From an optimization exercise on the open Yosys and OpenROAD flow, aimed at small area; shortcuts taken in it are not production practice.
Only simulation tests tie the RTL to the original design; equivalence was not proved.
No activity file was given, so power comes from the tool's default toggle rates.

File: run.sh
#!/bin/bash
# synth_recipe.tcl (not shown) runs the flow's synth.tcl, then flattens the netlist and writes it again
# the make line also repeats each setting of config.mk as NAME=value (left out here)
make -C /OpenROAD-flow-scripts/flow DESIGN_CONFIG=/design/flow/config.mk WORK_HOME=/design/flow/orfs CLKGATE_MAP_FILE= SYNTH_SCRIPT=/design/flow/synth_recipe.tcl finish
File: config.mk
export PLATFORM = sky130hd
export DESIGN_NAME = proj2_host
export DESIGN_NICKNAME = proj2_host
export VERILOG_FILES = /design/flow/design.v
export SDC_FILE = /design/flow/constraint.sdc
export NUM_CORES = 4
export LEC_CHECK = 0
export CAP_MARGIN = 20
export CORE_AREA = 4 4 616 116
export DIE_AREA = 0 0 620 120
export SLEW_MARGIN = 20
File: constraint.sdc
create_clock -name core_clock -period 6.0 [get_ports {clk}]
set_input_delay 1.2000 -clock core_clock [delete_from_list [all_inputs] [get_ports {clk}]]
set_output_delay 1.2000 -clock core_clock [all_outputs]
set_load 0.01 [all_outputs]
File: design.v
package proj2_host_pkg;
    localparam logic [2:0] S_IDLE   = 3'b000;
    localparam logic [2:0] S_LOAD   = 3'b001;
    localparam logic [2:0] S_LAUNCH = 3'b010;
    localparam logic [2:0] S_WAITHI = 3'b011;
    localparam logic [2:0] S_WAITLO = 3'b100;
    localparam logic [2:0] S_READ   = 3'b101;
    localparam logic [2:0] S_RSPOK  = 3'b110;
    localparam logic [2:0] S_RSPERR = 3'b111;
endpackage
import proj2_host_pkg::*;
module proj2_host #(
    parameter int unsigned TIMEOUT = 2**20,
    parameter int unsigned BYTES   = 32
) (
    input  logic         clk,
    input  logic         reset,
    input  logic         cmd_valid,
    output logic         cmd_ready,
    input  logic [255:0] cmd_a1,
    input  logic [255:0] cmd_a2,
    input  logic [255:0] cmd_a3,
    output logic         rsp_valid,
    input  logic         rsp_ready,
    output logic [255:0] rsp_a0,
    output logic         rsp_err,
    output logic         p2_we,
    output logic         p2_oe,
    output logic         p2_start,
    output logic [1:0]   p2_reg_sel,
    output logic [4:0]   p2_addr,
    output logic [7:0]   p2_data,
    input  logic [7:0]   p2_rdata,
    input  logic         p2_ready
);
    localparam int unsigned TW = $clog2(TIMEOUT);
    logic [2:0]    state_q, state_d;
    logic [TW-1:0] cnt_q, cnt_d;
    logic [767:0]  sr_q, sr_d;
    wire idle     = (state_q == S_IDLE);
    wire in_load  = (state_q == S_LOAD);
    wire in_wh    = (state_q == S_WAITHI);
    wire in_wl    = (state_q == S_WAITLO);
    wire in_read  = (state_q == S_READ);
    wire in_resp  = state_q[2] & state_q[1];
    wire acc      = idle & cmd_valid & ~p2_ready;
    logic hold, shift;
    wire cnt_load_end = cnt_q[6] & (&cnt_q[4:0]);
    wire cnt_read_end = &cnt_q[4:0];
    wire cnt_tmo      = &cnt_q;
    assign cmd_ready  = idle & ~p2_ready & ~reset;
    assign rsp_valid  = in_resp;
    assign rsp_err    = state_q[0];
    assign rsp_a0     = sr_q[767:512];
    assign p2_we      = in_load;
    assign p2_oe      = in_read;
    assign p2_start   = ~(state_q == S_LAUNCH);
    assign p2_reg_sel = {cnt_q[6] | cnt_q[5], ~cnt_q[5] & ~state_q[2]};
    assign p2_addr    = cnt_q[4:0];
    assign p2_data    = sr_q[7:0] ^ {8{~cnt_q[6] & ~cnt_q[0]}};
    always_comb begin
        state_d = state_q;
        case (state_q)
            S_IDLE:   if (acc) state_d = S_LOAD;
            S_LOAD:   if (cnt_load_end) state_d = S_LAUNCH;
            S_LAUNCH: state_d = S_WAITHI;
            S_WAITHI: if (p2_ready) state_d = S_WAITLO;
                      else if (cnt_tmo) state_d = S_RSPERR;
            S_WAITLO: if (!p2_ready) state_d = S_READ;
                      else if (cnt_tmo) state_d = S_RSPERR;
            S_READ:   if (cnt_read_end) state_d = S_RSPOK;
            default:  if (rsp_ready) state_d = S_IDLE;
        endcase
    end
    wire cnt_clr = idle | (state_q == S_LAUNCH) | (in_wh & p2_ready) | (in_wl & ~p2_ready);
    assign cnt_d = cnt_clr ? '0 : cnt_q + 1'b1;
    wire [7:0] top_in = p2_rdata & {8{in_read}};
    wire [767:0] cmd_all = {cmd_a3, cmd_a2, cmd_a1};
    genvar i;
    generate
        for (i = 0; i < 512; i++) begin : g_inv
            assign sr_d[i] = ~((acc | sr_q[i+8]) & (~idle | cmd_all[i]));
        end
        for (i = 512; i < 768; i++) begin : g_hold
            if (i < 760) begin : g_mid
                assign sr_d[i] = (acc & cmd_all[i]) | (hold & sr_q[i]) | (shift & sr_q[i+8]);
            end else begin : g_top
                assign sr_d[i] = (acc & cmd_all[i]) | (hold & sr_q[i]) | (shift & top_in[i-760]);
            end
        end
    endgenerate
    always_ff @(posedge clk or posedge reset) begin
        if (reset) begin
            state_q <= S_IDLE;
            hold    <= 1'b0;
            shift   <= 1'b0;
        end else begin
            state_q <= state_d;
            hold    <= state_d[2] & state_d[1];
            shift   <= (state_d != S_IDLE) & ~(state_d[2] & state_d[1]);
        end
    end
    always_ff @(posedge clk) begin
        cnt_q <= cnt_d;
        sr_q  <= sr_d;
    end
endmodule
==> results of run 1 <==
layer usage:
layer,GRT usage,wire [um],vias up
met5,0,45,-
met4,0.0350,1220,8
met3,0.0388,5700,107
met2,0.442,50800,653
met1,0.349,45500,11000
li1,-,-,10100
cells by family after synthesis:
kind of cell,share of synthesized area
flip-flops,0.605
AO/OA/AOI/OAI,0.224
buffers and inverters,0.147
AND/OR/NAND/NOR,0.0152
XOR/XNOR,0.00767
adder cells (fa/ha/maj),0.000953
placed cells by master (no fill, tap or decap), types with 5 or more instances in the layout:
cell type	count
buf_12	8
nand4_1	7
clkbuf_1	10
nand2_1	12
bufinv_16	8
xor2_1	22
clkdlybuf4s50_1	1057
dfxtp_1	788
clkinv_2	5
inv_1	265
diode_2	5
nand3_1	7
buf_4	21
nor2_1	23
clkbuf_16	55
a222oi_1	256
clkbuf_8	16
o21ai_0	5
o22ai_1	513
final timing paths:
| check | startpoint | to | slack (ps) |
|---|---|---|---|
| max reg2reg | state_q[2] | sr_q[584] | 2190 |
| min reg2reg | sr_q[305] | sr_q[297] | 390 |
| max | state_q[2] | cmd_ready | 1620 |
| min in group asynchronous | reset | state_q[1] | 810 |
| min | sr_q[305] | sr_q[297] | 390 |
| max in group asynchronous | reset | shift | 4980 |
state kept, by name, indices dropped and copies added (netlist names):
signal,flops
cnt_q,20
hold,1
shift,1
sr_q,768
state_q,3
where the power goes:
| part | leakage, nW | switching, mW | internal [mW] |
|---|---|---|---|
| Combinational | 7.96 | 2.59 | 2.93 |
| Clock | 0.964 | 2.03 | 2.25 |
| Sequential | 6.66 | 1.45 | 7.71 |
| Total | 15.6 | 6.06 | 12.9 |
final cells by class:
class | count | area, um^2
well taps | 924 | 1160
fillers | 5704 | 29100
clock inverters | 21 | 347
diodes | 5 | 12.5
repair buffers | 1086 | 10900
clock buffers | 81 | 1630
flip-flops and latches | 793 | 15900
multi-input cells | 883 | 6530
inverters | 266 | 998
worst max-delay path, delay by kind of cell, from the launching register on:
| kind | cells | cell delay, ps |
|---|---|---|
| buf+inv | 2 | 840 |
| flops | 1 | 490 |
| simple gates | 2 | 1170 |
through the flow:
stage	area [um^2]	hold slack, ps
2_1_floorplan	26300	388
3_3_place_gp	35500	391
3_5_place_dp	35500	394
4_1_cts	37500	381
5_1_grt	37500	392
6_report	37500	393
==> qor.csv, run 1 <==
metric;value;unit
crit_required;4800;ps
drc;0;
initialDrtViolationCount;3059;
final_util;0.563;
critPathArrivalTime;3180;ps
cts_tree;yes;
yosysMostFrequentCell;dfxtp_1;
setup_ws;1620;ps
dieArea;74400;um^2
cap_violations;0;
clock_skew;27.1;ps
start_kind;flop;
final.period_utilization;0.730;
area_growth;42.7;%
drive_above_1_share;0.0425;
cts_buffer_depth;3;
yosys_warnings;1;
cpPeakStageDelay;770;ps
htree_levels;2;
first_pass_iters;10;
clk_latency;670;ps
ys.flop_type;dfxtp_1;
grt_pass1_wl;144;mm
crit_path_max_fanout;86;
nNetsFinal;3868;
ys_seq_area_frac;0.605;
vias_per_cell;5.40;
ys_ff_latch;793;
synth_area;26300;um^2
antenna_found_initial;12;
synth_top_area_frac;0.601;
io_pins;1058;
syn_nets;3191;
path_clk_slew;80;ps
min_path_cells;1;
grt_usage;0.257;
slew_violations;0;
grt_pass1_vias;21200;
ir_drop;0.251;mV
avgRoutedWirePerCell;25.4;um
end_kind;output pin;
final-hold-violation-count;0;
grt_max_degree;118;
worst_slew_pin_slew;1120;ps
dpl.cell_count;3952;
gp_congestion;0.966;
io_buffers;1057;
start_util;0.395;
root_buffer;clkbuf_16;
fmax;0.228;GHz
avgSynthCellArea;10.9;um^2
setup_tns;0;ps
fin_crit;4380;ps
synth_top_area_cell;dfxtp_1;
critPathSlowestCell;nand3_4;
synth-edff-count;0;
synth_area_leaders;dfxtp_1 (60%), o22ai_1 (12%), a222oi_1 (9.8%), buf_4 (7.5%), inv_1 (3.8%);
dp_hpwl;77.2;mm
power.total;19.0;mW
ant_nets;0;
die_h;120;um
wl;103;mm
status;complete, no violations;
hold_buffers;0;
cts_setup_buffers;0;
rsz0062_at_grt;no;
cts_resized;0;
stdcell_count;4059;
p_leak;15.6;nW
path_cells;inv_1 > nand3_4 > nor3_1 > clkdlybuf4s50_1;
critPathKind;flop to output pin;
powerDensity;506;nW/um^2
synthCells;2408;
reg2reg_depth;8;
async_flop_share;0.00631;
vias;21900;
setup_viol;0;
numCtsBuffers;55;
overflow;0;
clock_sinks;793;
core;66600;um^2
slew_headroom;0.255;
rows;40;
yosys-top-cells-count;dfxtp_1 (788), o22ai_1 (513), inv_1 (265);
ys_types;41;
hold_path.class;flop to flop;
die_width;620;um
pre_cts_ws;2110;ps
==> run 2: changes to the inputs <==
--- a/config.mk
+++ b/config.mk
@@ -6,6 +6,6 @@
 export NUM_CORES = 4
 export LEC_CHECK = 0
 export CAP_MARGIN = 20
-export CORE_AREA = 4 4 616 116
-export DIE_AREA = 0 0 620 120
+export CORE_AREA = 4 4 226 226
+export DIE_AREA = 0 0 230 230
 export SLEW_MARGIN = 20
==> run 2 against run 1 <==
Net effect: the run now fails in 3_2_place_iop; synthesized cell count is the same; area after synthesis is the same.
==> qor.csv, run 2 <==
metric;value;unit;change
status;aborted with a tool error;;
stop_stage;3_2_place_iop;;
error;[ERROR PPL-0024] Number of IO pins (1058) exceeds maximum number of available positions (826). Increase the die perimeter from 920.00um to 1438.88um.;;
avgSynthCellArea;10.9;um^2;unchanged
synth_top_area_cell;dfxtp_1;;
ys_seq_area_frac;0.605;;unchanged
die_h;230;um;+92%
synth-edff-count;0;;unchanged
ys.flop_type;dfxtp_1;;
start_util;0.538;;+0.143
ys_types;41;;unchanged
rows;81;;+100%
synth_area;26300;um^2;unchanged
ys_ff_latch;793;;unchanged
syn_nets;3191;;unchanged
yosysMostFrequentCell;dfxtp_1;;
synthCells;2408;;unchanged
synth_top_area_frac;0.601;;unchanged
async_flop_share;0.00631;;unchanged
synth_area_leaders;dfxtp_1 (60%), o22ai_1 (12%), a222oi_1 (9.8%), buf_4 (7.5%), inv_1 (3.8%);;
yosys-top-cells-count;dfxtp_1 (788), o22ai_1 (513), inv_1 (265);;
yosys_warnings;1;;unchanged
die_width;230;um;-63%
[run 2: cell counts after synthesis]
Identical to the previous run, type by type.
[run 2: kinds of logic after synthesis]
logic type / Yosys count / share of synthesized area
buffers and inverters: 732 / 0.147
adders and majority gates: 2 / 0.000953
and+or+nand+nor: 72 / 0.0152
xor gates and xnor gates: 23 / 0.00767
DFF: 793 / 0.605
AOI/OAI and AO/OA: 786 / 0.224
==> run 3: changes to the inputs <==
==> flow/run.sh (new file) <==
#!/bin/bash
# The standard layout, with placement and clock-tree options changed:
#  - every port still gets its own buffer, but the smallest buffer cell
#    (buf_1) instead of the default delay buffer;
#  - pins may sit on adjacent routing tracks, so the die can be sized for
#    the cells rather than for the 1058 pins;
#  - the clock tree uses clkbuf_8 leaf buffers driving up to 18 flip-flops
#    each, without dummy loads.
set -euo pipefail
export BUFFER_PORTS_ARGS="-inputs -outputs -buffer_cell sky130_fd_sc_hd__buf_1"
export PLACE_PINS_ARGS="-min_distance 1 -min_distance_in_tracks"
export CTS_ARGS="-sink_clustering_enable -repair_clock_nets -dont_use_dummy_load -buf_list sky130_fd_sc_hd__clkbuf_8 -sink_clustering_size 18 -sink_clustering_max_diameter 50"
bash standard.sh > standard.log 2>&1
==> standard.sh (new file) <==
#!/bin/bash
# synth_recipe.tcl (not shown) runs the flow's synth.tcl, then flattens the netlist and writes it again
# the make line also repeats each setting of config.mk as NAME=value (left out here)
make -C /OpenROAD-flow-scripts/flow DESIGN_CONFIG=/design/flow/config.mk WORK_HOME=/design/flow/orfs CLKGATE_MAP_FILE= SYNTH_SCRIPT=/design/flow/synth_recipe.tcl "${@:-finish}"
removed: run.sh
==> run 3 against run 2 <==
Net effect: now clean on timing, DRC and antenna; area after synthesis unchanged; synthesized cell count unchanged.
==> qor.csv, run 3 <==
metric;value;unit;change
critPathKind;flop to output pin;;
synth_top_area_frac;0.601;;unchanged
ys_types;41;;unchanged
nNetsFinal;3866;;
min_path_cells;1;;
fin_crit;3530;ps;
hp-start;sr_q[315];;
slew_violations;0;;
avgRoutedWirePerCell;25.2;um;
pre_cts_ws;2270;ps;
p_leak;12.2;nW;
io_buffers;1057;;
r2r_start;state_q[2];;
grt_pass1_vias;21300;;
ys_seq_area_frac;0.605;;unchanged
path_clk_slew;110;ps;
fmax;0.283;GHz;
synth_top_family_by_area;compound AO/OA/AOI/OAI gates;;
layout_commonest_cell;buf_1;;
drive_above_1_share;0.0302;;
initialDrtViolationCount;3011;;
largest_register_ff_count;768;;
fin_area;29600;um^2;
worst_slew_pin_slew;1160;ps;
start_kind;flop;;
cts_resized;0;;
setup_tns;0;ps;
hold_ws;359;ps;
async_flop_share;0.00631;;unchanged
vias_per_cell;5.86;;
crit_path_max_fanout;34;;
clock_sinks;793;;
synth_area;26300;um^2;unchanged
clk_latency;670;ps;
post_dp_cell_area;28400;um^2;
yosysMostFrequentCell;dfxtp_1;;
synth-xor-area-share;0.00767;;unchanged
status;complete, no violations;;
ir_drop;0.322;mV;
area_growth;12.6;%;
setup_ws;2470;ps;
grt_max_degree;257;;
cts_setup_buffers;0;;
powerDensity;539;nW/um^2;
dieArea;52900;um^2;
rows;81;;unchanged
top_regs;sr_q: 768 flops, cnt_q: 20 flops, state_q: 3 flops;;
cp-startpoint;state_q[2];;
synth-simple-area-share;0.0152;;unchanged
die_width;230;um;unchanged
reg2reg_depth;5;;
rsz0062_at_grt;no;;
avgSynthCellArea;10.9;um^2;unchanged
vias;22400;;
die_h;230;um;unchanged
synth_area_leaders;dfxtp_1 (60%), o22ai_1 (12%), a222oi_1 (9.8%), buf_4 (7.5%), inv_1 (3.8%);;
syn_nets;3191;;unchanged
hold_buffers;0;;
overflow;0;;
synth-edff-count;0;;unchanged
start_util;0.538;;unchanged
power.total;15.9;mW;
root_buffer;clkbuf_8;;
synth-adder-area-share;0.000953;;unchanged
critPathArrivalTime;2330;ps;
ys.flop_type;dfxtp_1;;
dp_hpwl;70.3;mm;
yosys_warnings;1;;unchanged
gp_congestion;1.03;;
htree_levels;3;;
numCtsBuffers;66;;
grt_usage;0.337;;
top_register;sr_q;;
final-hold-violation-count;0;;
ant_nets;0;;
nFillCells;4443;;
cts_buffer_depth;3;;
setup_viol;0;;
wl;96.2;mm;
io_pins;1058;;
drc;0;;
crit_required;4800;ps;
yosys-top-cells-count;dfxtp_1 (788), o22ai_1 (513), inv_1 (265);;
cts_tree;yes;;
final.period_utilization;0.588;;
slew_headroom;0.225;;
synthMuxAreaShare;0;;unchanged
synth_top_area_cell;dfxtp_1;;
end_kind;output pin;;
synthCells;2408;;unchanged
final_cell_mix;buf_1 (1,057), dfxtp_1 (788), o22ai_1 (513);;
clock_skew;49.9;ps;
hold_path.class;flop to flop;;
rrSetupSlack;2810;ps;
core;48800;um^2;
ys_ff_latch;793;;unchanged
antenna_found_initial;92;;
first_pass_iters;15;;
cap_violations;0;;
synth_compound_area_frac;0.224;;unchanged
grt_pass1_wl;135;mm;
==> run 3: worst max-delay path, stage by stage, from the launching register on <==
cell	delay, ps
dfrtp_1	490
inv_1	210
nand3_4	390
nor3_1	280
buf_1	300
==> run 3: layout make-up <==
type / instances / area (um^2) / share of cell area
diodes: 80 / 200 / 0.00677
clock buffers: 66 / 908 / 0.0307
inverters: 266 / 998 / 0.0338
multi-input cells: 883 / 6520 / 0.221
flip-flops and latches: 793 / 15900 / 0.538
well taps: 664 / 831 / 0.0281
repair buffers: 1073 / 4200 / 0.142
==> run 3: layer usage <==
| layer | part of all wire | wire, um | GRT usage |
|---|---|---|---|
| met5 | 0.0027 | 261 | 0 |
| met4 | 0.079 | 7630 | 0.260 |
| met3 | 0.12 | 12000 | 0.170 |
| met2 | 0.44 | 42700 | 0.497 |
| met1 | 0.35 | 33600 | 0.369 |
==> run 3: kinds of logic (layout without fill, tap and decap cells) <==
| family | count (synthesis) | count (layout) |
|---|---|---|
| adder cells (fa/ha/maj) | 2 | 2 |
| AND/OR/NAND/NOR | 72 | 72 |
| XOR/XNOR | 23 | 23 |
| AO/OA/AOI/OAI | 786 | 786 |
| other | 0 | 80 |
| buffers and inverters | 732 | 1405 |
| flip-flops | 793 | 793 |
==> run 3: where the power goes <==
group | switching (mW) | internal (mW) | leakage, nW
clock network | 1.64 | 0.990 | 0.475
logic | 2.58 | 1.62 | 5.09
registers | 1.38 | 7.71 | 6.66
total | 5.60 | 10.3 | 12.2
==> run 3: metrics by stage <==
stage / std cells / utilization
global route: 3814 / 0.605
global placement: 3677 / 0.581
floorplan: 2408 / -
detailed placement: 3677 / 0.581
finish: 3825 / 0.605
CTS: 3743 / 0.600
==> run 3: worst paths after layout <==
check | endpoint
min in group asynchronous | hold
min reg2reg | sr_q[307]
max | cmd_ready
min | sr_q[307]
max in group asynchronous | shift
max reg2reg | sr_q[94]
==> run 4: changes to the inputs <==
==> flow/run.sh (replaced) <==
#!/bin/bash
# The standard layout, with placement and clock-tree options changed:
#  - every port still gets its own buffer, but the smallest buffer cell
#    (buf_1) instead of the default delay buffer;
#  - pins may sit on adjacent routing tracks, so the die can be sized for
#    the cells rather than for the 1058 pins;
#  - the clock tree uses clkbuf_4 leaf buffers driving up to 10 flip-flops
#    each, without dummy loads.
set -euo pipefail
export BUFFER_PORTS_ARGS="-inputs -outputs -buffer_cell sky130_fd_sc_hd__buf_1"
export PLACE_PINS_ARGS="-min_distance 1 -min_distance_in_tracks"
export CTS_ARGS="-sink_clustering_enable -repair_clock_nets -dont_use_dummy_load -buf_list sky130_fd_sc_hd__clkbuf_4 -sink_clustering_size 10 -sink_clustering_max_diameter 50"
bash standard.sh > standard.log 2>&1
==> run 4 against run 3 <==
Net effect: still clean on timing, DRC and antenna; final area decreased by 0.83%; register-to-register slack got worse by 70 ps; sequential cell count unchanged; sequential share of layout area increased by 0.45 points; critical path depth unchanged; routed wire length increased by 0.62%; area after synthesis unchanged; clock skew decreased by 4.4 ps.
==> qor.csv, run 4 <==
metric;value;unit;change
status;complete, no violations;;
ys.flop_type;dfxtp_1;;
numCtsBuffers;90;;+36%
final_util;0.600;;-0.00502
top_register;sr_q;;
synth-edff-count;0;;unchanged
nNetsFinal;3890;;+0.62%
area_growth;11.6;%;
final.period_utilization;0.613;;+0.0244
crit_required;4800;ps;about the same
syn_nets;3191;;unchanged
grt_use_met2;0.504;;+0.00725
rows;81;;unchanged
first_pass_iters;13;;-2
met3_usage;0.169;;-0.000743
path_cells;inv_1 > nand3_4 > nor3_1 > buf_1;;
grt_usage;0.340;;+0.00273
clk_latency;880;ps;+210 ps
fin_area;29300;um^2;-0.83%
layout_commonest_cell;buf_1;;
core;48800;um^2;unchanged
hold_buffers;0;;unchanged
ys_seq_area_frac;0.605;;unchanged
met1_usage;0.373;;+0.00390
top_regs;sr_q: 768 flops, cnt_q: 20 flops, state_q: 3 flops;;
dieArea;52900;um^2;unchanged
die_width;230;um;unchanged
synth_area;26300;um^2;unchanged
cts_buffer_depth;3;;unchanged
drc;0;;unchanged
clock_skew;45.5;ps;-4.38 ps
ant_nets;0;;unchanged
crit_path_max_fanout;33;;-2.9%
p_leak;12.2;nW;-0.52%
synthCells;2408;;unchanged
cpPeakStageDelay;500;ps;about the same
initialDrtViolationCount;2886;;-4.2%
worst_slew_pin_slew;1390;ps;+229 ps
pre_cts_ws;2270;ps;unchanged
grt_pass1_wl;136;mm;+0.84%
setup_tns;0;ps;unchanged
critPathKind;flop to output pin;;
cap_violations;0;;unchanged
post_dp_cell_area;28400;um^2;unchanged
cp-startpoint;state_q[2];;
cts_tree;yes;;
ys_ff_latch;793;;unchanged
wl;96.8;mm;+0.62%
clock_sinks;793;;unchanged
drive_above_1_share;0.0377;;+0.00750
ys_types;41;;unchanged
powerDensity;532;nW/um^2;-1.2%
io_pins;1058;;unchanged
rsz0062_at_grt;no;;
slew_violations;0;;unchanged
synth_top_area_frac;0.601;;unchanged
nFillCells;4477;;+0.77%
r2r_start;state_q[2];;
grt_max_degree;257;;unchanged
avgRoutedWirePerCell;25.2;um;about the same
vias_per_cell;5.87;;+0.31%
synth_area_leaders;dfxtp_1 (60%), o22ai_1 (12%), a222oi_1 (9.8%), buf_4 (7.5%), inv_1 (3.8%);;
ir_drop;0.279;mV;-13%
path_clk_slew;110;ps;about the same
yosys_warnings;1;;unchanged
synth_top_area_cell;dfxtp_1;;
slew_headroom;0.0723;;-0.152
cts_setup_buffers;0;;unchanged
gp_congestion;1.03;;unchanged
antenna_found_initial;95;;+3.3%
largest_register_ff_count;768;;unchanged
grt_pass1_vias;21600;;+1.2%
io_buffers;1057;;unchanged
yosysMostFrequentCell;dfxtp_1;;
async_flop_share;0.00631;;unchanged
yosys-top-cells-count;dfxtp_1 (788), o22ai_1 (513), inv_1 (265);;
hold_path.class;primary input to async pin;;
critPathSlowestCell;dfrtp_1;;
vias;22600;;+0.88%
root_buffer;clkbuf_4;;
setup_ws;2320;ps;-146 ps
avgSynthCellArea;10.9;um^2;unchanged
fmax;0.272;GHz;-4.0%
final-hold-violation-count;0;;unchanged
critPathArrivalTime;2480;ps;+150 ps
start_kind;flop;;
overflow;0;;unchanged
fin_crit;3680;ps;+146 ps
busiest_layer;met2;;
end_kind;output pin;;
start_util;0.538;;unchanged
hold_ws;224;ps;-135 ps
htree_levels;3;;unchanged
die_h;230;um;unchanged
dp_hpwl;70.3;mm;unchanged
final_cell_mix;buf_1 (1,057), dfxtp_1 (788), o22ai_1 (513);;
cts_resized;0;;unchanged
setup_viol;0;;unchanged
## run 4: cells by family (layout without fill, tap and decap cells)
kind of cell,after synthesis,after routing,synth area share
compound gates,786,786,0.224
xor+xnor,23,23,0.00767
fa+ha+maj,2,2,0.000953
buf+inv,732,1429,0.147
flops,793,793,0.605
other cells,0,78,0
simple gates,72,72,0.0152
## run 4: critical path: cells and delay by family (launching register included)
kind                   cells  cell delay (ps)
AND/OR/NAND/NOR            2              650
flip-flops                 1              500
buffers and inverters      2              490
## run 4: cell type report
class                           count  area [um^2]  area share
Multi-Input combinational cell    883         6520       0.222
Timing Repair Buffer             1073         4190       0.143
Clock buffer                       90          676      0.0230
Sequential cell                   793        15900       0.543
Tap cell                          664          831      0.0283
Antenna cell                       78          195     0.00666
Inverter                          266          998      0.0341
## run 4: per-stage QoR
step / std cells / total power [mW]
floorplan: 2408 / 12.2
global placement: 3677 / 13.1
detailed placement: 3677 / 13.2
CTS: 3767 / 15.5
global route: 3837 / 16.5
finish: 3847 / 15.6
## run 4: final timing paths
path / endpoint / slack [ps] / cells past startpoint
hold reg to reg: sr_q[411] / 380 / 1
min in group core_clock: sr_q[411] / 380 / 1
hold / removal: shift / 220 / 2
max in group asynchronous: hold / 5560 / 2
setup reg to reg: sr_q[68] / 2740 / 5
setup / recovery: cmd_ready / 2320 / 4
## run 4: per-layer routing
metal	share of wire	vias up
met3	0.12	388
met4	0.077	44
met5	0.0031	-
li1	-	10200
met1	0.35	10600
met2	0.45	1357
## run 4: where the power goes
part | switching, mW | total [mW] | internal (mW)
clock network | 1.63 | 2.32 | 0.690
registers | 1.38 | 9.09 | 7.71
logic | 2.58 | 4.20 | 1.62
==> run 5: changes to the inputs <==
--- a/design.v
+++ b/design.v
@@ -44,7 +44,7 @@
     wire in_read  = (state_q == S_READ);
     wire in_resp  = state_q[2] & state_q[1];
     wire acc      = idle & cmd_valid & ~p2_ready;
-    logic hold, shift;
+    logic load, nload, hold, shift;
     wire cnt_load_end = cnt_q[6] & (&cnt_q[4:0]);
     wire cnt_read_end = &cnt_q[4:0];
     wire cnt_tmo      = &cnt_q;
@@ -79,23 +79,27 @@
     genvar i;
     generate
         for (i = 0; i < 512; i++) begin : g_inv
-            assign sr_d[i] = ~((acc | sr_q[i+8]) & (~idle | cmd_all[i]));
+            assign sr_d[i] = ~((load | sr_q[i+8]) & (nload | cmd_all[i]));
         end
         for (i = 512; i < 768; i++) begin : g_hold
             if (i < 760) begin : g_mid
-                assign sr_d[i] = (acc & cmd_all[i]) | (hold & sr_q[i]) | (shift & sr_q[i+8]);
+                assign sr_d[i] = (load & cmd_all[i]) | (hold & sr_q[i]) | (shift & sr_q[i+8]);
             end else begin : g_top
-                assign sr_d[i] = (acc & cmd_all[i]) | (hold & sr_q[i]) | (shift & top_in[i-760]);
+                assign sr_d[i] = (load & cmd_all[i]) | (hold & sr_q[i]) | (shift & top_in[i-760]);
             end
         end
     endgenerate
     always_ff @(posedge clk or posedge reset) begin
         if (reset) begin
             state_q <= S_IDLE;
+            load    <= 1'b1;
+            nload   <= 1'b0;
             hold    <= 1'b0;
             shift   <= 1'b0;
         end else begin
             state_q <= state_d;
+            load    <= (state_d == S_IDLE);
+            nload   <= (state_d != S_IDLE);
             hold    <= state_d[2] & state_d[1];
             shift   <= (state_d != S_IDLE) & ~(state_d[2] & state_d[1]);
         end
--- a/config.mk
+++ b/config.mk
@@ -6,6 +6,6 @@
 export NUM_CORES = 4
 export LEC_CHECK = 0
 export CAP_MARGIN = 20
-export CORE_AREA = 4 4 226 226
-export DIE_AREA = 0 0 230 230
+export CORE_AREA = 4 4 236 236
+export DIE_AREA = 0 0 240 240
 export SLEW_MARGIN = 20
==> run 5 against run 4 <==
Net effect: largest cell class unchanged; global-route usage shrank 3.8 points; final cell count grew 0.36%; die area rose by 8.9%; highest routed layer unchanged; critical path depth down 1.
==> qor.csv, run 5 <==
metric;value;unit;change
synth_top_area_frac;0.601;;about the same
io_pins;1058;;unchanged
area_growth;11.9;%;
io_buffers;1057;;unchanged
worst_slew_pin_slew;1120;ps;-271 ps
reg2reg_depth;2;;-3
fin_crit;3300;ps;-378 ps
r2r_end;sr_q[137];;
fmax;0.303;GHz;+11%
cts_buffer_depth;3;;unchanged
setup_tns;0;ps;unchanged
clock_sinks;795;;+0.25%
rows;84;;+3.7%
start_util;0.496;;-0.0419
start_kind;flop;;
async_flop_share;0.00881;;+0.00250
dp_hpwl;69.6;mm;-1.0%
cts_setup_buffers;0;;unchanged
setup_viol;0;;unchanged
root_buffer;clkbuf_4;;
gp_congestion;1.01;;-2.1%
top_regs;sr_q: 768 flops, cnt_q: 20 flops, state_q: 3 flops;;
end_kind;output pin;;
cpPeakStageDelay;460;ps;-40 ps
drc;0;;unchanged
synth_area_leaders;dfxtp_1 (60%), o22ai_1 (12%), a222oi_1 (9.8%), buf_4 (7.5%), inv_1 (3.7%);;
path_cells;nor2_2 > xor2_1 > buf_1;;
path_clk_slew;120;ps;about the same
ys.flop_type;dfxtp_1;;
grt_max_degree;230;;-11%
top_register;sr_q;;
layout_commonest_cell;buf_1;;
status;complete, no violations;;
timing.critical_path.buf_inv;1;;-1
cts_resized;0;;unchanged
rrSetupSlack;3590;ps;+850 ps
powerDensity;571;nW/um^2;+7.3%
core;53000;um^2;+8.4%
cp_top_family;simple AND/OR/NAND/NOR gates;;
ys_seq_area_frac;0.608;;+0.00204
avgSynthCellArea;10.9;um^2;-0.26%
wl;95.2;mm;-1.7%
crit_required;4800;ps;about the same
slew_headroom;0.253;;+0.181
die_h;240;um;+4.3%
ys_ff_latch;795;;+0.25%
synthCells;2414;;+0.25%
vias;22500;;-0.36%
syn_nets;3197;;+0.19%
grt_pass1_wl;132;mm;-2.7%
rsz0062_at_grt;no;;
ant_nets;0;;unchanged
vias_per_cell;5.83;;-0.72%
final.period_utilization;0.550;;-0.0630
nNetsFinal;3895;;+0.13%
clock_skew;68.7;ps;+23.2 ps
final_cell_mix;buf_1 (1,057), dfxtp_1 (788), o22ai_1 (513);;
htree_levels;3;;unchanged
initialDrtViolationCount;3024;;+4.8%
critPathSlowestCell;nor2_2;;
synth_top_area_cell;dfxtp_1;;
dieArea;57600;um^2;+8.9%
yosys_warnings;1;;unchanged
antenna_found_initial;93;;-2.1%
numCtsBuffers;90;;unchanged
slew_violations;0;;unchanged
synth_area;26300;um^2;about the same
grt_usage;0.301;;-0.0383
hold_path.class;primary input to async pin;;
met1_usage;0.331;;-0.0418
hold_ws;288;ps;+64.1 ps
drive_above_1_share;0.0392;;+0.00155
grt_use_met2;0.454;;-0.0500
grt_pass1_vias;21800;;+1.0%
yosys-top-cells-count;dfxtp_1 (788), o22ai_1 (513), inv_1 (262);;
synth-edff-count;0;;unchanged
yosysMostFrequentCell;dfxtp_1;;
critPathArrivalTime;2100;ps;-380 ps
cap_violations;0;;unchanged
overflow;0;;unchanged
clk_latency;870;ps;about the same
r2r_start;nload;;
p_leak;11.8;nW;-2.7%
ir_drop;0.393;mV;+41%
final-hold-violation-count;0;;unchanged
avgRoutedWirePerCell;24.6;um;-2.0%
critPathKind;flop to output pin;;
busiest_layer;met2;;
crit_path_max_fanout;8;;-76%
largest_register_ff_count;768;;unchanged
met3_usage;0.169;;about the same
first_pass_iters;13;;unchanged
power.total;16.8;mW;+7.5%
final_util;0.555;;-0.0456
cts_tree;yes;;
hold_buffers;0;;unchanged
ys_types;45;;+9.8%
nFillCells;4979;;+11%
die_width;240;um;+4.3%
-- run 5: logic make-up after synthesis --
| group | Yosys count | share of synthesized area |
|---|---|---|
| flops | 795 | 0.608 |
| compound gates | 787 | 0.224 |
| buf+inv | 728 | 0.142 |
| simple gates | 79 | 0.0174 |
| xor+xnor | 23 | 0.00767 |
| fa+ha+maj | 2 | 0.000953 |
-- run 5: through the flow --
step,cell area [um^2],cells,setup WS [ps]
detailed placement,28500,3707,2940
finish,29400,3861,2700
global placement,28500,3707,2940
CTS,29200,3797,2620
global route,29300,3840,2490
floorplan,26300,2414,3170
-- run 5: metal layers --
layer | up-vias | share of wire | wire [um]
met3 | 374 | 0.14 | 13200
met5 | - | 0.0049 | 471
met4 | 72 | 0.066 | 6270
met1 | 10600 | 0.36 | 33800
li1 | 10200 | - | -
met2 | 1334 | 0.44 | 41500
-- run 5: how the worst max path moves through the flow --
stage               depth (start not counted)          to  slack (ps)  startpoint
CTS                                         3  p2_data[0]        2620    cnt_q[6]
detailed placement                          3   cmd_ready        2940    p2_ready
global route                                3  p2_data[6]        2490    cnt_q[6]
global placement                            3   cmd_ready        2940    p2_ready
floorplan                                   1   cmd_ready        3170    p2_ready
finish                                      3  p2_data[0]        2700    cnt_q[6]
-- run 5: worst register-to-register path, cell delays in order (launching register included) --
cell     delay [ps]
dfrtp_4        1170
buf_4           820
o22ai_1         300
-- run 5: where the power goes --
part	leakage (nW)	switching, mW	total, mW	internal [mW]
Combinational	4.72	2.85	5.06	2.21
Clock	0.414	1.62	2.31	0.690
Sequential	6.69	1.52	9.42	7.90
Total	11.8	5.99	16.8	10.8
-- run 5: layout make-up --
type,instances,area (um^2),share of cell area
multi-input cells,891,6570,0.224
diodes,63,158,0.00537
flip-flops and latches,795,16000,0.543
repair buffers,1072,4160,0.142
well taps,688,861,0.0293
inverters,262,983,0.0335
clock buffers,90,676,0.0230
==> run 6: changes to the inputs <==
==> flow/run.sh (replaced) <==
#!/bin/bash
# The standard layout, with placement and clock-tree options changed:
#  - every port still gets its own buffer, but the smallest buffer cell
#    (buf_1) instead of the default delay buffer;
#  - pins may sit on adjacent routing tracks, so the die can be sized for
#    the cells rather than for the 1058 pins;
#  - the clock tree uses clkbuf_8 leaf buffers driving up to 18 flip-flops
#    each, without dummy loads.
set -euo pipefail
export BUFFER_PORTS_ARGS="-inputs -outputs -buffer_cell sky130_fd_sc_hd__buf_1"
export PLACE_PINS_ARGS="-min_distance 1 -min_distance_in_tracks"
export CTS_ARGS="-sink_clustering_enable -repair_clock_nets -dont_use_dummy_load -buf_list sky130_fd_sc_hd__clkbuf_8 -sink_clustering_size 18 -sink_clustering_max_diameter 50"
bash standard.sh > standard.log 2>&1
==> run 6 against run 5 <==
Net effect: final cell count decreased by 0.62%; non-clock buffer count is the same; hold slack improved by 74 ps; first-iteration DRC count rose by 0.79%; critical endpoint unchanged; sequential cell count unchanged; still clean; final area increased by 0.87%.
==> qor.csv, run 6 <==
metric;value;unit;change
numCtsBuffers;68;;-24%
hold_path.class;flop to flop;;
synth_area_leaders;dfxtp_1 (60%), o22ai_1 (12%), a222oi_1 (9.8%), buf_4 (7.5%), inv_1 (3.7%);;
status;complete, no violations;;
stdcell_count;3837;;-0.62%
htree_levels;3;;unchanged
dpl.cell_count;3707;;unchanged
fin_crit;3090;ps;-206 ps
grt_pass1_vias;21600;;-1.0%
path_cells;nor2_2 > xor2_1 > buf_1;;
rrSetupSlack;3610;ps;+20 ps
cts_tree;yes;;
clock_sinks;795;;unchanged
clk_latency;660;ps;-210 ps
syn_nets;3197;;unchanged
r2r_start;nload;;
start_util;0.496;;unchanged
critPathKind;flop to output pin;;
layout_commonest_cell;buf_1;;
critPathArrivalTime;1890;ps;-210 ps
nNetsFinal;3873;;-0.56%
yosys_warnings;1;;unchanged
io_pins;1058;;unchanged
drc;0;;unchanged
async_flop_share;0.00881;;unchanged
ir_drop;0.393;mV;about the same
initialDrtViolationCount;3048;;+0.79%
first_pass_iters;14;;+1
largest_register_ff_count;768;;unchanged
synthCells;2414;;unchanged
rows;84;;unchanged
top_register;sr_q;;
power.total;17.1;mW;+2.0%
p_leak;11.9;nW;+0.63%
cpPeakStageDelay;460;ps;about the same
ys_ff_latch;795;;unchanged
critPathSlowestCell;nor2_2;;
ys.flop_type;dfxtp_1;;
synth-edff-count;0;;unchanged
nFillCells;4937;;-0.84%
clock_skew;71.1;ps;+2.38 ps
cp_top_family;simple AND/OR/NAND/NOR gates;;
rsz0062_at_grt;no;;
path_clk_slew;100;ps;-20 ps
grt_pass1_wl;132;mm;-0.36%
avgRoutedWirePerCell;24.7;um;+0.37%
top_regs;sr_q: 768 flops, cnt_q: 20 flops, state_q: 3 flops;;
dp_hpwl;69.6;mm;unchanged
avgSynthCellArea;10.9;um^2;unchanged
area_growth;12.9;%;
vias;22500;;-0.22%
hp-start;sr_q[61];;
slew_violations;0;;unchanged
overflow;0;;unchanged
grt_usage;0.300;;-0.00115
dieArea;57600;um^2;unchanged
ys_types;45;;unchanged
wl;94.9;mm;-0.26%
antenna_found_initial;95;;+2.2%
ant_nets;0;;unchanged
yosysMostFrequentCell;dfxtp_1;;
final_cell_mix;buf_1 (1,057), dfxtp_1 (788), o22ai_1 (513);;
root_buffer;clkbuf_8;;
reg2reg_depth;2;;unchanged
gp_congestion;1.01;;unchanged
io_buffers;1057;;unchanged
start_kind;flop;;
powerDensity;578;nW/um^2;+1.1%
end_kind;output pin;;
final_util;0.559;;+0.00482
hold_buffers;0;;unchanged
setup_viol;0;;unchanged
cts_setup_buffers;0;;unchanged
worst_slew_pin_slew;1100;ps;-16.6 ps
yosys-top-cells-count;dfxtp_1 (788), o22ai_1 (513), inv_1 (262);;
cts_resized;0;;unchanged
slew_headroom;0.264;;+0.0111
fmax;0.323;GHz;+6.7%
vias_per_cell;5.86;;+0.40%
synth_area;26300;um^2;unchanged
cts_buffer_depth;3;;unchanged
die_h;240;um;unchanged
timing.critical_path.buf_inv;1;;unchanged
crit_required;4800;ps;about the same
r2r_end;sr_q[137];;
die_width;240;um;unchanged
drive_above_1_share;0.0324;;-0.00684
worst_hold_path.endpoint;sr_q[53];;
final.period_utilization;0.515;;-0.0343
cap_violations;0;;unchanged
ys_seq_area_frac;0.608;;unchanged
final-hold-violation-count;0;;unchanged
synth_top_area_frac;0.601;;unchanged
core;53000;um^2;unchanged
min_path_cells;1;;
crit_path_max_fanout;8;;unchanged
setup_tns;0;ps;unchanged
grt_max_degree;230;;unchanged
synth_top_area_cell;dfxtp_1;;
## run 6: changes by cell type in the layout (fill, tap and decap cells not counted), sizes merged
| cell | change |
|---|---|
| diode | -2 |
| clkbuf | -22 |
## run 6: cell families after synthesis
family          count (synthesis)  synth area share
simple gates                   79            0.0174
compound gates                787             0.224
buf+inv                       728             0.142
fa+ha+maj                       2          0.000953
flops                         795             0.608
xor+xnor                       23           0.00767
## run 6: where the power goes
part / internal, mW / leakage [nW] / switching, mW
Combinational: 2.21 / 4.72 / 2.85
Sequential: 7.90 / 6.69 / 1.52
Clock: 1.02 / 0.489 / 1.63
Total: 11.1 / 11.9 / 6.00
## run 6: stage by stage
step	setup WS (ps)	hold WS [ps]	instance area, um^2
2_1_floorplan	3170	399	26300
3_3_place_gp	2940	401	28500
3_5_place_dp	2940	405	28500
4_1_cts	2850	360	29500
5_1_grt	2770	370	29600
6_report	2910	362	29600
## run 6: how the worst max path moves through the flow
stage / from / to / slack [ps] / cells after the start
after global placement: p2_ready / cmd_ready / 2940 / 3
after CTS: cnt_q[6] / p2_data[0] / 2850 / 3
after detailed placement: p2_ready / cmd_ready / 2940 / 3
after floorplan: p2_ready / cmd_ready / 3170 / 1
final: cnt_q[6] / p2_data[0] / 2910 / 3
after global routing: cnt_q[6] / p2_data[6] / 2770 / 3
## run 6: metal layers
| metal | wire length (um) | global-route usage |
|---|---|---|
| met1 | 33900 | 0.336 |
| met2 | 41500 | 0.451 |
| met3 | 12800 | 0.155 |
| met4 | 6220 | 0.193 |
| met5 | 515 | 0 |
## run 6: final cells by class
class | instances | area, um^2 | area share
Multi-Input combinational cell | 891 | 6570 | 0.222
Inverter | 262 | 983 | 0.0332
Tap cell | 688 | 861 | 0.0290
Antenna cell | 61 | 153 | 0.00515
Timing Repair Buffer | 1072 | 4160 | 0.140
Sequential cell | 795 | 16000 | 0.539
Clock buffer | 68 | 936 | 0.0316
## run 6: worst register-to-register path: cells and delay by family (launching register included)
kind	cells	cell delay [ps]
flops	1	1160
buf+inv	1	830
compound gates	1	260

## afterwards: timing with drivers on the ports
No port has a modelled driver above. Below, the same layouts with a new extraction and two added sets of constraints. Step 1, drivers: a clkbuf_16 drives clk and a buf_2 each remaining input, both assumed. Step 2 also shifts input and output timing later by t, the mid clock arrival at the registers, as if the neighbouring blocks saw the same clock. Three values: ideal ports, drivers, drivers and shift; two values: the first two.
| run | t (ns) | setup slack, ns | hold slack, ns | slew at the worst register clock pin (ns) | worst slew at a driven data input, ns |
|---|---|---|---|---|---|
| run 1 | 0.703 | 1.622 / 1.568 / 2.046 | 0.393 / 0.393 / 0.393 | 0.09 / 0.09 | 0.19 |
| run 3 | 0.697 | 2.470 / 2.413 / 2.523 | 0.359 / 0.359 / 0.359 | 0.11 / 0.11 | 0.15 |
| run 4 | 0.907 | 2.324 / 2.268 / 2.442 | 0.224 / 0.255 / 0.376 | 0.12 / 0.12 | 0.19 |
| run 5 | 0.890 | 2.702 / 2.645 / 2.917 | 0.288 / 0.255 / 0.377 | 0.12 / 0.12 | 0.16 |
| run 6 | 0.674 | 2.908 / 2.852 / 2.919 | 0.362 / 0.362 / 0.362 | 0.11 / 0.11 | 0.20 |
After both steps setup and hold are still met in every run listed.
